From an optimization exercise on the open Yosys and OpenROAD flow, aimed at small area and a short achievable clock period; shortcuts taken in it are not production practice. In this exercise RTL edits were held to simulation tests only and were not proved equivalent to the original. Power figures rest on the tool's default switching activity, not on a simulated workload.

== before ==
==> module mips_bard_rdbit, before the edit <==
module mips_bard_rdbit (
   input  logic [32:1] d_i,
   input  logic [32:1] sel_i,
   output logic        q_o
);
   logic [10:0] n;
   logic [2:0]  m, mi;
   for (genvar g = 0; g < 10; g++) begin : g_aoi
      mips_bard_aoi222 u_aoi (
         .a1(d_i[3*g+1]), .a2(sel_i[3*g+1]),
         .b1(d_i[3*g+2]), .b2(sel_i[3*g+2]),
         .c1(d_i[3*g+3]), .c2(sel_i[3*g+3]),
         .y (n[g])
      );
   end
   mips_bard_aoi22 u_aoi_l (.a1(d_i[31]), .a2(sel_i[31]), .b1(d_i[32]), .b2(sel_i[32]), .y(n[10]));
   mips_bard_nand4 u_m0 (.a(n[0]), .b(n[1]), .c(n[2]), .d(n[3]), .y(m[0]));
   mips_bard_nand4 u_m1 (.a(n[4]), .b(n[5]), .c(n[6]), .d(n[7]), .y(m[1]));
   mips_bard_nand3 u_m2 (.a(n[8]), .b(n[9]), .c(n[10]), .y(m[2]));
   for (genvar g = 0; g < 3; g++) begin : g_mi
      mips_bard_inv u_mi (.a(m[g]), .y(mi[g]));
   end
   mips_bard_nand3 u_q (.a(mi[0]), .b(mi[1]), .c(mi[2]), .y(q_o));
endmodule
==> flow/config.mk <==
export PLATFORM = sky130hd
export DESIGN_NAME = mips_bard_core
export DESIGN_NICKNAME = mips_bard_core
export VERILOG_FILES = /design/flow/design.v
export SDC_FILE = /design/flow/constraint.sdc
export NUM_CORES = 4
export LEC_CHECK = 0
export CAP_MARGIN = 20
export CORE_MARGIN = 2
export CORE_UTILIZATION = 40
export CTS_BUF_LIST = sky130_fd_sc_hd__clkbuf_8
export CTS_CLUSTER_DIAMETER = 60
export CTS_CLUSTER_SIZE = 15
export SETUP_SLACK_MARGIN = 5.0
export SLEW_MARGIN = 20
export SYNTH_HIERARCHICAL = 1
export SYNTH_MINIMUM_KEEP_SIZE = 0
export TNS_END_PERCENT = 5
==> flow/constraint.sdc <==
create_clock -name core_clock -period 10.0 [get_ports {clk}]
set_input_delay 2.0000 -clock core_clock [delete_from_list [all_inputs] [get_ports {clk}]]
set_output_delay 2.0000 -clock core_clock [all_outputs]
set_load 0.01 [all_outputs]
run.sh (not shown) runs the stock make flow with config.mk's settings and CLKGATE_MAP_FILE= SYNTH_SCRIPT=/design/flow/synth_recipe.tcl, a recipe that flattens the netlist after the stock synthesis.
before: flow completed, timing, DRC and antenna clean
What after does differently from before at the input level:
--- a/flow/design.v
+++ b/flow/design.v
@@ -103,10 +103,11 @@
    input  logic [32:1] d_i,
    input  logic [32:1] sel_i,
    output logic        q_o
 );
-   logic [10:0] n;
-   logic [2:0]  m, mi;
+   logic [11:0] n;
+   logic [5:0]  m;
+   logic [1:0]  k;
    for (genvar g = 0; g < 10; g++) begin : g_aoi
       mips_bard_aoi222 u_aoi (
          .a1(d_i[3*g+1]), .a2(sel_i[3*g+1]),
          .b1(d_i[3*g+2]), .b2(sel_i[3*g+2]),
@@ -114,15 +115,15 @@
          .y (n[g])
       );
    end
    mips_bard_aoi22 u_aoi_l (.a1(d_i[31]), .a2(sel_i[31]), .b1(d_i[32]), .b2(sel_i[32]), .y(n[10]));
-   mips_bard_nand4 u_m0 (.a(n[0]), .b(n[1]), .c(n[2]), .d(n[3]), .y(m[0]));
-   mips_bard_nand4 u_m1 (.a(n[4]), .b(n[5]), .c(n[6]), .d(n[7]), .y(m[1]));
-   mips_bard_nand3 u_m2 (.a(n[8]), .b(n[9]), .c(n[10]), .y(m[2]));
-   for (genvar g = 0; g < 3; g++) begin : g_mi
-      mips_bard_inv u_mi (.a(m[g]), .y(mi[g]));
+   assign n[11] = 1'b1;
+   for (genvar g = 0; g < 6; g++) begin : g_m
+      mips_bard_nand2 u_m (.a(n[2*g]), .b(n[2*g+1]), .y(m[g]));
    end
-   mips_bard_nand3 u_q (.a(mi[0]), .b(mi[1]), .c(mi[2]), .y(q_o));
+   mips_bard_nor3  u_k0 (.a(m[0]), .b(m[1]), .c(m[2]), .y(k[0]));
+   mips_bard_nor3  u_k1 (.a(m[3]), .b(m[4]), .c(m[5]), .y(k[1]));
+   mips_bard_nand2 u_q  (.a(k[0]), .b(k[1]), .y(q_o));
 endmodule
 module mips_bard_add32 (
    input  logic [31:0] a,    
    input  logic [31:0] b,
Findings:
- Between after and before, the difference in sequential power share is negligible.
- Delta (after minus before): clock buffer count in the final layout shrank by about 2%, area after synthesis went up, number of rows in the core area shows an increase of about 0.75%.
- Relative contribution of the clock network to total power: higher on before
- Comparing after and before, the higher actual transition at the worst max-transition pin was measured on after.
- before has a higher sequential share of layout area than after.
- Signed area change from the synthesized netlist to the final layout was higher in the run labelled after.
- Looking at setup slack, after sits 150 ps higher than before does.

-- static timing again, ports no longer ideal --
In the flow no input, the clock included, has a driving cell. The finished layouts below were timed again as built, in two steps. Step 1: set_driving_cell puts a clkbuf_16 on clk and a buf_2 on each other input, an assumption about the parent block. Step 2 times the ports against the registers' clock, not the clock port: input delays grow and output delays shrink by t, the midpoint of the rising clock arrivals with the driver on. a / b / c = ideal ports / drivers / drivers and shift; a / b = the first two.
run	t, ns	slack for setup (ns)	worst data-port slew with drivers (ns)	cell pins on the clock port's net
before	0.929	4.383 / 4.350 / 3.420	0.12	1
after	0.913	4.533 / 4.455 / 3.542	0.18	1
After both steps setup and hold are still met in every run listed. For after, which loses most, drivers alone change the setup slack by -0.078 ns; drivers and shift together by -0.991 ns.
